What follows belongs to an exercise in optimizing a design on an open flow for a short achievable clock period and few clock cycles per item; a production flow would make more cautious choices.
Only simulation tests tie the RTL to the original design; equivalence was not proved.

==> build 1 <==
==> flow/design.v <==
package mipsPkg;
  localparam logic [5:0] OpRtype = 6'b000000;
  localparam logic [5:0] OpLw    = 6'b100011;
  localparam logic [5:0] OpSw    = 6'b101011;
  localparam logic [5:0] OpBeq   = 6'b000100;
  localparam logic [5:0] FnAdd = 6'b100000;
  localparam logic [5:0] FnSub = 6'b100010;
  localparam logic [5:0] FnAnd = 6'b100100;
  localparam logic [5:0] FnOr  = 6'b100101;
  localparam logic [5:0] FnSlt = 6'b101010;
endpackage
`timescale 1ns/1ps
module mainDecoder (
  input  logic [5:0] opcode,
  output logic       isRtype,
  output logic       isLw,
  output logic       isSw,
  output logic       isBeq
);
  assign isRtype = (opcode == mipsPkg::OpRtype);
  assign isLw    = (opcode == mipsPkg::OpLw);
  assign isSw    = (opcode == mipsPkg::OpSw);
  assign isBeq   = (opcode == mipsPkg::OpBeq);
endmodule
`timescale 1ns/1ps
module aluDecoder (
  input  logic [5:0] funct,
  output logic       fnAdd,
  output logic       fnSub,
  output logic       fnAnd,
  output logic       fnOr,
  output logic       fnSlt
);
  assign fnAdd = (funct == mipsPkg::FnAdd);
  assign fnSub = (funct == mipsPkg::FnSub);
  assign fnAnd = (funct == mipsPkg::FnAnd);
  assign fnOr  = (funct == mipsPkg::FnOr);
  assign fnSlt = (funct == mipsPkg::FnSlt);
endmodule
`timescale 1ns/1ps
module controlUnit (
  input  logic [31:0] instr,
  output logic        regWrite,    
  output logic        memToReg,    
  output logic        memWrite,    
  output logic        branch,      
  output logic        aluSrc,      
  output logic [4:0]  dest,        
  output logic [4:0]  aluSel,      
  output logic        illegal
);
  logic isRtype, isLw, isSw, isBeq;
  logic fnAdd, fnSub, fnAnd, fnOr, fnSlt;
  logic rOk;
  mainDecoder u_mainDecoder (
    .opcode  (instr[31:26]),
    .isRtype (isRtype),
    .isLw    (isLw),
    .isSw    (isSw),
    .isBeq   (isBeq)
  );
  aluDecoder u_aluDecoder (
    .funct (instr[5:0]),
    .fnAdd (fnAdd),
    .fnSub (fnSub),
    .fnAnd (fnAnd),
    .fnOr  (fnOr),
    .fnSlt (fnSlt)
  );
  assign rOk      = isRtype & (fnAdd | fnSub | fnAnd | fnOr | fnSlt);
  assign illegal  = ~(rOk | isLw | isSw | isBeq);
  assign regWrite = rOk | isLw;
  assign memToReg = isLw;
  assign memWrite = isSw;
  assign branch   = isBeq;
  assign aluSrc   = isLw | isSw;
  assign dest     = rOk ? instr[15:11] : (isLw ? instr[20:16] : 5'd0);
  assign aluSel   = rOk ? {fnSlt, fnOr, fnAnd, fnSub, fnAdd} : {4'b0000, isLw | isSw};
endmodule
`timescale 1ns/1ps
module regFile (
  input  logic        clk,
  input  logic        rst,
  input  logic        we,
  input  logic [4:0]  ra1,
  input  logic [4:0]  ra2,
  input  logic [4:0]  wa,
  input  logic [31:0] wd,
  output logic [31:0] rd1,
  output logic [31:0] rd2
);
  logic [31:0] regs [32];
  always_ff @(posedge clk) begin
    if (rst) begin
      for (int i = 0; i < 32; i++) begin
        regs[i] <= 32'h0;
      end
    end else if (we && (wa != 5'd0)) begin
      regs[wa] <= wd;
    end
  end
  assign rd1 = (ra1 == 5'd0) ? 32'h0 : regs[ra1];
  assign rd2 = (ra2 == 5'd0) ? 32'h0 : regs[ra2];
endmodule
`timescale 1ns/1ps
module alu (
  input  logic [31:0] a,
  input  logic [31:0] b,
  input  logic [4:0]  sel,    
  output logic [31:0] y
);
  logic [31:0] sum;
  logic [31:0] diff;
  logic        lt;
  assign sum  = a + b;
  assign diff = a - b;
  assign lt   = (a[31] ^ b[31]) ? a[31] : diff[31];
  assign y = ({32{sel[0]}} & sum)
           | ({32{sel[1]}} & diff)
           | ({32{sel[2]}} & (a & b))
           | ({32{sel[3]}} & (a | b))
           | {31'h0, sel[4] & lt};
endmodule
`timescale 1ns/1ps
module dataPath #(
  parameter logic [31:0] ResetPc = 32'h0
) (
  input  logic        clk,
  input  logic        rst,
  input  logic [31:0] instr,
  input  logic        dRegWrite,
  input  logic        dMemToReg,
  input  logic        dMemWrite,
  input  logic        dBranch,
  input  logic        dAluSrc,
  input  logic [4:0]  dDest,
  input  logic [4:0]  dAluSel,
  input  logic [31:0] readData,
  output logic [31:0] pc,
  output logic [31:0] dataAddr,
  output logic [31:0] writeData,
  output logic        memWrite
);
  logic        xRegWrite;
  logic        xMemToReg;
  logic        xMemWrite;
  logic [4:0]  xDest;
  logic [4:0]  xAluSel;
  logic        xAluSrc;
  logic [31:0] xA;
  logic [31:0] xB;
  logic [31:0] xImm;
  logic [31:0] aluY;
  logic [31:0] xResult;
  logic [31:0] pcReg;
  logic [31:0] pcPlus4;
  logic [31:0] pcBranch;
  logic [31:0] signImm;
  logic [4:0]  rs;
  logic [4:0]  rt;
  logic [31:0] rawA;
  logic [31:0] rawB;
  logic        fwdA;
  logic        fwdB;
  logic [31:0] opA;
  logic [31:0] opB;
  logic        eqRaw;
  logic        eqFwdA;
  logic        eqFwdB;
  logic        equal;
  logic        taken;
  assign rs      = instr[25:21];
  assign rt      = instr[20:16];
  assign signImm = {{16{instr[15]}}, instr[15:0]};
  regFile u_regFile (
    .clk (clk),
    .rst (rst),
    .we  (xRegWrite),
    .ra1 (rs),
    .ra2 (rt),
    .wa  (xDest),
    .wd  (xResult),
    .rd1 (rawA),
    .rd2 (rawB)
  );
  assign fwdA = xRegWrite && (xDest == rs) && (rs != 5'd0);
  assign fwdB = xRegWrite && (xDest == rt) && (rt != 5'd0);
  assign opA  = fwdA ? xResult : rawA;
  assign opB  = fwdB ? xResult : rawB;
  assign eqRaw  = (rawA == rawB);
  assign eqFwdA = (xResult == rawB);
  assign eqFwdB = (rawA == xResult);
  always_comb begin
    if (rs == rt) begin
      equal = 1'b1;
    end else if (fwdA) begin
      equal = eqFwdA;
    end else if (fwdB) begin
      equal = eqFwdB;
    end else begin
      equal = eqRaw;
    end
  end
  assign taken    = dBranch & equal;
  assign pcPlus4  = pcReg + 32'd4;
  assign pcBranch = pcPlus4 + {signImm[29:0], 2'b00};
  always_ff @(posedge clk) begin
    if (rst) begin
      pcReg <= ResetPc;
    end else if (taken) begin
      pcReg <= pcBranch;
    end else begin
      pcReg <= pcPlus4;
    end
  end
  assign pc = pcReg;
  always_ff @(posedge clk) begin
    if (rst) begin
      xRegWrite <= 1'b0;
      xMemToReg <= 1'b0;
      xMemWrite <= 1'b0;
      xDest     <= 5'd0;
    end else begin
      xRegWrite <= dRegWrite && (dDest != 5'd0);
      xMemToReg <= dMemToReg;
      xMemWrite <= dMemWrite;
      xDest     <= dDest;
    end
  end
  always_ff @(posedge clk) begin
    xAluSel <= dAluSel;
    xAluSrc <= dAluSrc;
    xA      <= opA;
    xB      <= opB;
    xImm    <= signImm;
  end
  alu u_alu (
    .a   (xA),
    .b   (xAluSrc ? xImm : xB),
    .sel (xAluSel),
    .y   (aluY)
  );
  assign xResult   = xMemToReg ? readData : aluY;
  assign dataAddr  = xA + xImm;
  assign writeData = xB;
  assign memWrite  = xMemWrite & ~rst;
endmodule
`timescale 1ns/1ps
module mipsCore #(
  parameter logic [31:0] ResetPc = 32'h0
) (
  input  logic        clk,
  input  logic        rst,
  output logic [31:0] pc,
  input  logic [31:0] instr,
  output logic [31:0] dataAddr,
  output logic [31:0] writeData,
  output logic        memWrite,
  input  logic [31:0] readData,
  output logic        illegal
);
  logic       regWrite;
  logic       memToReg;
  logic       dMemWrite;
  logic       branch;
  logic       aluSrc;
  logic [4:0] dest;
  logic [4:0] aluSel;
  controlUnit u_controlUnit (
    .instr    (instr),
    .regWrite (regWrite),
    .memToReg (memToReg),
    .memWrite (dMemWrite),
    .branch   (branch),
    .aluSrc   (aluSrc),
    .dest     (dest),
    .aluSel   (aluSel),
    .illegal  (illegal)
  );
  dataPath #(
    .ResetPc (ResetPc)
  ) u_dataPath (
    .clk       (clk),
    .rst       (rst),
    .instr     (instr),
    .dRegWrite (regWrite),
    .dMemToReg (memToReg),
    .dMemWrite (dMemWrite),
    .dBranch   (branch),
    .dAluSrc   (aluSrc),
    .dDest     (dest),
    .dAluSel   (aluSel),
    .readData  (readData),
    .pc        (pc),
    .dataAddr  (dataAddr),
    .writeData (writeData),
    .memWrite  (memWrite)
  );
endmodule
==> flow/run.sh <==
#!/bin/bash
# synth_recipe.tcl (not shown) runs the flow's synth.tcl, then flattens the netlist and writes it again
# the make line also repeats each setting of config.mk as NAME=value (left out here)
make -C /OpenROAD-flow-scripts/flow DESIGN_CONFIG=/design/flow/config.mk WORK_HOME=/design/flow/orfs CLKGATE_MAP_FILE= SYNTH_SCRIPT=/design/flow/synth_recipe.tcl finish
==> flow/config.mk <==
export PLATFORM = sky130hd
export DESIGN_NAME = mipsCore
export DESIGN_NICKNAME = mipsCore
export VERILOG_FILES = /design/flow/design.v
export SDC_FILE = /design/flow/constraint.sdc
export NUM_CORES = 4
export LEC_CHECK = 0
export ABC_CLOCK_PERIOD_IN_PS = 4000
export CAP_MARGIN = 20
export CORE_MARGIN = 2
export CORE_UTILIZATION = 40
export SETUP_SLACK_MARGIN = 5
export SLEW_MARGIN = 20
==> flow/constraint.sdc <==
create_clock -name core_clock -period 10.5 [get_ports {clk}]
set_input_delay 2.1000 -clock core_clock [delete_from_list [all_inputs] [get_ports {clk}]]
set_output_delay 2.1000 -clock core_clock [all_outputs]
set_load 0.01 [all_outputs]
==> inputs of build 51, as changes to build 1 <==
==> flow/design.v, changed modules only <==
module controlUnit (
  input  logic [31:0] instr,
  output logic        regWrite,    
  output logic        memToReg,    
  output logic        memWrite,    
  output logic        branch,      
  output logic [4:0]  dest,        
  output logic [4:0]  aluSel,      
  output logic        illegal
);
  logic isRtype, isLw, isSw, isBeq;
  logic fnAdd, fnSub, fnAnd, fnOr, fnSlt;
  logic rOk;
  mainDecoder u_mainDecoder (
    .opcode  (instr[31:26]),
    .isRtype (isRtype),
    .isLw    (isLw),
    .isSw    (isSw),
    .isBeq   (isBeq)
  );
  aluDecoder u_aluDecoder (
    .funct (instr[5:0]),
    .fnAdd (fnAdd),
    .fnSub (fnSub),
    .fnAnd (fnAnd),
    .fnOr  (fnOr),
    .fnSlt (fnSlt)
  );
  assign rOk      = isRtype & (fnAdd | fnSub | fnAnd | fnOr | fnSlt);
  assign illegal  = ~(rOk | isLw | isSw | isBeq);
  assign regWrite = rOk | isLw;
  assign memToReg = isLw;
  assign memWrite = isSw;
  assign branch   = isBeq;
  assign dest     = rOk ? instr[15:11] : (isLw ? instr[20:16] : 5'd0);
  assign aluSel   = rOk ? {fnSlt, fnOr, fnAnd, fnSub, fnAdd} : 5'b00000;
endmodule
module regFile (
  input  logic        clk,
  input  logic        rst,
  input  logic        we,
  input  logic [4:0]  ra1,
  input  logic [4:0]  ra2,
  input  logic [4:0]  wa,
  input  logic [31:0] wd,
  output logic [31:0] rd1,
  output logic [31:0] rd2
);
  logic [31:0] regs [32];
  logic [31:0] sel1;
  logic [31:0] sel2;
  always_ff @(posedge clk) begin
    if (rst) begin
      for (int i = 0; i < 32; i++) begin
        regs[i] <= 32'h0;
      end
    end else if (we && (wa != 5'd0)) begin
      regs[wa] <= wd;
    end
  end
  always_comb begin
    for (int i = 0; i < 32; i++) begin
      sel1[i] = (ra1 == 5'(i)) && (i != 0);
      sel2[i] = (ra2 == 5'(i)) && (i != 0);
    end
    rd1 = 32'h0;
    rd2 = 32'h0;
    for (int i = 1; i < 32; i++) begin
      rd1 = rd1 | ({32{sel1[i]}} & regs[i]);
      rd2 = rd2 | ({32{sel2[i]}} & regs[i]);
    end
  end
endmodule
module alu (
  input  logic [31:0] a,
  input  logic [31:0] b,
  input  logic [4:0]  sel,    
  output logic [31:0] y,
  output logic        lt
);
  logic [31:0] sum;
  logic [31:0] diff;
  assign sum  = a + b;
  assign diff = a - b;
  sltTree u_sltTree (
    .a  (a),
    .b  (b),
    .lt (lt)
  );
  assign y = ({32{sel[0]}} & sum)
           | ({32{sel[1]}} & diff)
           | ({32{sel[2]}} & (a & b))
           | ({32{sel[3]}} & (a | b))
           | {31'h0, sel[4] & lt};
endmodule
module aluEqPrep (
  input  logic [31:0] a,
  input  logic [31:0] b,
  input  logic [4:0]  sel,    
  output logic [31:0] e0,
  output logic [31:0] e1
);
  logic [31:0] bs;
  logic [31:0] p;
  logic        sub;
  assign sub = sel[1];
  assign bs  = sub ? ~b : b;
  assign p   = a ^ bs;
  always_comb begin
    if (sel[2]) begin
      e0 = a & b;
      e1 = a & b;
    end else if (sel[3]) begin
      e0 = a | b;
      e1 = a | b;
    end else begin
      e0[0]    = p[0] ^ sub;
      e1[0]    = p[0] ^ sub;
      e0[31:1] = p[31:1] ^ (a[30:0] | bs[30:0]);
      e1[31:1] = p[31:1] ^ (a[30:0] & bs[30:0]);
    end
  end
endmodule
module aluEqChk (
  input  logic [31:0] e0,
  input  logic [31:0] e1,
  input  logic        arith,    
  input  logic        slt,
  input  logic        lt,       
  input  logic [31:0] v,
  output logic        eq
);
  logic [31:0] ok;
  always_comb begin
    ok[0] = (v[0] == e0[0]);
    for (int i = 1; i < 32; i++) begin
      ok[i] = v[i - 1] ? (v[i] == e1[i]) : (v[i] == e0[i]);
    end
  end
  assign eq = (arith & (&ok))
            | (slt & (lt ? (v == 32'd1) : (v == 32'd0)));
endmodule
module aluSumPrep (
  input  logic [31:0] a,
  input  logic [31:0] b,
  input  logic [4:0]  sel,    
  output logic [31:0] x,
  output logic [31:0] z
);
  always_comb begin
    x = a;
    z = b;
    if (sel[1]) begin
      z = ~b;
    end else if (sel[2]) begin
      x = a & b;
      z = 32'h0;
    end else if (sel[3]) begin
      x = a | b;
      z = 32'h0;
    end else if (sel[4]) begin
      x = 32'h0;
      z = 32'h0;
    end
  end
endmodule
module aluSum (
  input  logic [31:0] x,
  input  logic [31:0] z,
  input  logic        cin,
  input  logic [31:0] imm,
  output logic [31:0] y
);
  logic [31:0] s;
  logic [31:0] c;
  assign s = x ^ z ^ imm;
  assign c = {(x[30:0] & z[30:0]) | (x[30:0] & imm[30:0]) | (z[30:0] & imm[30:0]), cin};
  assign y = s + c;
endmodule
module sltTree (
  input  logic [31:0] a,
  input  logic [31:0] b,
  output logic        lt
);
  logic [31:0] l0;
  logic [31:0] e0;
  logic [15:0] l1;
  logic [15:0] e1;
  logic [7:0]  l2;
  logic [7:0]  e2;
  logic [3:0]  l3;
  logic [3:0]  e3;
  logic [1:0]  l4;
  logic [1:0]  e4;
  assign l0 = {a[31] & ~b[31], ~a[30:0] & b[30:0]};
  assign e0 = ~(a ^ b);
  always_comb begin
    for (int i = 0; i < 16; i++) begin
      l1[i] = l0[2*i+1] | (e0[2*i+1] & l0[2*i]);
      e1[i] = e0[2*i+1] & e0[2*i];
    end
    for (int i = 0; i < 8; i++) begin
      l2[i] = l1[2*i+1] | (e1[2*i+1] & l1[2*i]);
      e2[i] = e1[2*i+1] & e1[2*i];
    end
    for (int i = 0; i < 4; i++) begin
      l3[i] = l2[2*i+1] | (e2[2*i+1] & l2[2*i]);
      e3[i] = e2[2*i+1] & e2[2*i];
    end
    for (int i = 0; i < 2; i++) begin
      l4[i] = l3[2*i+1] | (e3[2*i+1] & l3[2*i]);
      e4[i] = e3[2*i+1] & e3[2*i];
    end
  end
  assign lt = l4[1] | (e4[1] & l4[0]);
endmodule
module dataPath #(
  parameter logic [31:0] ResetPc = 32'h0
) (
  input  logic        clk,
  input  logic        rst,
  input  logic [31:0] instr,
  input  logic        dRegWrite,
  input  logic        dMemToReg,
  input  logic        dMemWrite,
  input  logic        dBranch,
  input  logic [4:0]  dDest,
  input  logic [4:0]  dAluSel,
  input  logic [31:0] readData,
  output logic [31:0] pc,
  output logic [31:0] dataAddr,
  output logic [31:0] writeData,
  output logic        memWrite
);
  logic        xRegWrite;
  logic        xMemToReg;
  logic        xMemWrite;
  logic [4:0]  xDest;
  logic [4:0]  xAluSel;
  logic [31:0] xA;
  logic [31:0] xB;
  logic [31:0] xAddr;
  logic [31:0] xE0;         
  logic [31:0] xE1;
  logic [31:0] xSumX;       
  logic [31:0] xSumZ;
  logic [31:0] aluY;
  logic        aluLt;
  logic [31:0] xResult;
  logic [31:0] pcReg;
  logic [31:0] pcPlus4;
  logic [31:0] pcBranch;
  logic [31:0] signImm;
  logic [4:0]  rs;
  logic [4:0]  rt;
  logic [31:0] rawA;
  logic [31:0] rawB;
  logic        fwdA;
  logic        fwdB;
  logic [31:0] opA;
  logic [31:0] opB;
  logic [31:0] chkE0;
  logic [31:0] chkE1;
  logic        chkArith;
  logic        chkSlt;
  logic        eqFwdA;
  logic        eqFwdB;
  logic        equal;
  logic        taken;
  assign rs      = instr[25:21];
  assign rt      = instr[20:16];
  assign signImm = {{16{instr[15]}}, instr[15:0]};
  regFile u_regFile (
    .clk (clk),
    .rst (rst),
    .we  (xRegWrite),
    .ra1 (rs),
    .ra2 (rt),
    .wa  (xDest),
    .wd  (xResult),
    .rd1 (rawA),
    .rd2 (rawB)
  );
  assign fwdA = xRegWrite && (xDest == rs);
  assign fwdB = xRegWrite && (xDest == rt);
  assign opA  = fwdA ? xResult : rawA;
  assign opB  = fwdB ? xResult : rawB;
  assign chkE0    = xMemToReg ? readData : xE0;
  assign chkE1    = xMemToReg ? readData : xE1;
  assign chkArith = xMemToReg | (|xAluSel[3:0]);
  assign chkSlt   = ~xMemToReg & xAluSel[4];
  aluEqChk u_eqFwdA (
    .e0    (chkE0),
    .e1    (chkE1),
    .arith (chkArith),
    .slt   (chkSlt),
    .lt    (aluLt),
    .v     (rawB),
    .eq    (eqFwdA)
  );
  aluEqChk u_eqFwdB (
    .e0    (chkE0),
    .e1    (chkE1),
    .arith (chkArith),
    .slt   (chkSlt),
    .lt    (aluLt),
    .v     (rawA),
    .eq    (eqFwdB)
  );
  always_comb begin
    if (rs == rt) begin
      equal = 1'b1;
    end else if (fwdA) begin
      equal = eqFwdA;
    end else if (fwdB) begin
      equal = eqFwdB;
    end else begin
      equal = (rawA == rawB);
    end
  end
  assign taken    = dBranch & equal;
  assign pcPlus4  = pcReg + 32'd4;
  assign pcBranch = pcPlus4 + {signImm[29:0], 2'b00};
  always_ff @(posedge clk) begin
    if (rst) begin
      pcReg <= ResetPc;
    end else if (taken) begin
      pcReg <= pcBranch;
    end else begin
      pcReg <= pcPlus4;
    end
  end
  assign pc = pcReg;
  logic [16:0] rawLo;
  logic [15:0] rawHiInc;
  logic [15:0] rawHiDec;
  logic [31:0] rawAddr;
  assign rawLo    = {1'b0, rawA[15:0]} + {1'b0, signImm[15:0]};
  assign rawHiInc = rawA[31:16] + 16'd1;
  assign rawHiDec = rawA[31:16] - 16'd1;
  always_comb begin
    rawAddr[15:0] = rawLo[15:0];
    if (rawLo[16] && !signImm[15]) begin
      rawAddr[31:16] = rawHiInc;
    end else if (!rawLo[16] && signImm[15]) begin
      rawAddr[31:16] = rawHiDec;
    end else begin
      rawAddr[31:16] = rawA[31:16];
    end
  end
  logic [31:0] fwdSum;
  aluSum u_aluSum (
    .x   (xSumX),
    .z   (xSumZ),
    .cin (xAluSel[1] | (xAluSel[4] & aluLt)),
    .imm (signImm),
    .y   (fwdSum)
  );
  logic [31:0] e0;
  logic [31:0] e1;
  logic [31:0] sumX;
  logic [31:0] sumZ;
  aluEqPrep u_aluEqPrep (
    .a   (opA),
    .b   (opB),
    .sel (dAluSel),
    .e0  (e0),
    .e1  (e1)
  );
  aluSumPrep u_aluSumPrep (
    .a   (opA),
    .b   (opB),
    .sel (dAluSel),
    .x   (sumX),
    .z   (sumZ)
  );
  always_ff @(posedge clk) begin
    if (rst) begin
      xRegWrite <= 1'b0;
      xMemToReg <= 1'b0;
      xMemWrite <= 1'b0;
      xDest     <= 5'd0;
      xAluSel   <= 5'd0;
    end else begin
      xRegWrite <= dRegWrite && (dDest != 5'd0);
      xMemToReg <= dMemToReg;
      xMemWrite <= dMemWrite;
      xDest     <= dDest;
      xAluSel   <= dAluSel;
    end
  end
  always_ff @(posedge clk) begin
    xA    <= opA;
    xB    <= opB;
    xE0   <= e0;
    xE1   <= e1;
    xSumX <= sumX;
    xSumZ <= sumZ;
    if (!fwdA) begin
      xAddr <= rawAddr;
    end else if (xMemToReg) begin
      xAddr <= readData + signImm;
    end else begin
      xAddr <= fwdSum;
    end
  end
  alu u_alu (
    .a   (xA),
    .b   (xB),
    .sel (xAluSel),
    .y   (aluY),
    .lt  (aluLt)
  );
  assign xResult   = xMemToReg ? readData : aluY;
  assign dataAddr  = xAddr;
  assign writeData = xB;
  assign memWrite  = xMemWrite & ~rst;
endmodule
module mipsCore #(
  parameter logic [31:0] ResetPc = 32'h0
) (
  input  logic        clk,
  input  logic        rst,
  output logic [31:0] pc,
  input  logic [31:0] instr,
  output logic [31:0] dataAddr,
  output logic [31:0] writeData,
  output logic        memWrite,
  input  logic [31:0] readData,
  output logic        illegal
);
  logic       regWrite;
  logic       memToReg;
  logic       dMemWrite;
  logic       branch;
  logic [4:0] dest;
  logic [4:0] aluSel;
  controlUnit u_controlUnit (
    .instr    (instr),
    .regWrite (regWrite),
    .memToReg (memToReg),
    .memWrite (dMemWrite),
    .branch   (branch),
    .dest     (dest),
    .aluSel   (aluSel),
    .illegal  (illegal)
  );
  dataPath #(
    .ResetPc (ResetPc)
  ) u_dataPath (
    .clk       (clk),
    .rst       (rst),
    .instr     (instr),
    .dRegWrite (regWrite),
    .dMemToReg (memToReg),
    .dMemWrite (dMemWrite),
    .dBranch   (branch),
    .dDest     (dest),
    .dAluSel   (aluSel),
    .readData  (readData),
    .pc        (pc),
    .dataAddr  (dataAddr),
    .writeData (writeData),
    .memWrite  (memWrite)
  );
endmodule
--- a/flow/config.mk
+++ b/flow/config.mk
@@ -5,9 +5,8 @@
 export SDC_FILE = /design/flow/constraint.sdc
 export NUM_CORES = 4
 export LEC_CHECK = 0
-export ABC_CLOCK_PERIOD_IN_PS = 4000
 export CAP_MARGIN = 20
 export CORE_MARGIN = 2
-export CORE_UTILIZATION = 40
+export CORE_UTILIZATION = 35
 export SETUP_SLACK_MARGIN = 5
 export SLEW_MARGIN = 20
==> summary of the runs <==
Core utilization: build 1 is higher than build 51 (3.1 points).
Against build 51, the die area of build 1 is smaller by about 22%.
Synthesized cell count: build 1 is lower than build 51 (about 30%).
Between build 51 and build 1, the lower clock-buffer cell count is in build 1 (gap 43).
Against build 51, the sequential share of layout area of build 1 is higher by 5.2 points.
Of build 51 and build 1, build 51 has the higher synthesized area (gap 12%, measured against build 1).
Between build 1 and build 51, the lower first-iteration DRC count is in build 1 (gap 45%, measured against build 51).
Against build 51, the maximum frequency of build 1 is lower by 6.7%.
Wire length: build 51 is larger than build 1 (about 90%).
Build 51 produced a clean layout. Build 1 produced a clean layout.
In build 1 the clock skew is lower than in build 51, by 0.0093 ns.
Testbench counts of build 1, summed over its fixed seeds: cycles 13,195, instructions 13,187.
Testbench counts of build 51, summed over its fixed seeds: cycles 13,195, instructions 13,187.

-- port drivers added, routing unchanged --
How much do the figures lean on ideal ports? The routed layouts below were timed once more, with nothing changed but the port constraints.
Step 1: set_driving_cell puts a clkbuf_16 on clk and a buf_2 on each other input, an assumption about the parent block.
Step 2 times the ports against the registers' clock, not the clock port: input delays grow and output delays shrink by t, the midpoint of the rising clock arrivals with the driver on.
Slacks: ideal ports / drivers / drivers and shift; pairs: ideal ports / drivers.
run	t, ns	slack for setup (ns)	worst hold slack (ns)	clock arrival spread, ns	cell pins on the clock port's net
build 1	0.874	3.972 / 3.818 / 2.944	0.673 / 0.673 / 0.673	0.054 / 0.054	1
build 51	0.964	4.407 / 4.021 / 3.057	0.655 / 0.655 / 0.655	0.061 / 0.061	1
After both steps setup and hold are still met in every run listed. For build 51, which loses most, drivers alone change the setup slack by -0.386 ns; drivers and shift together by -1.350 ns.
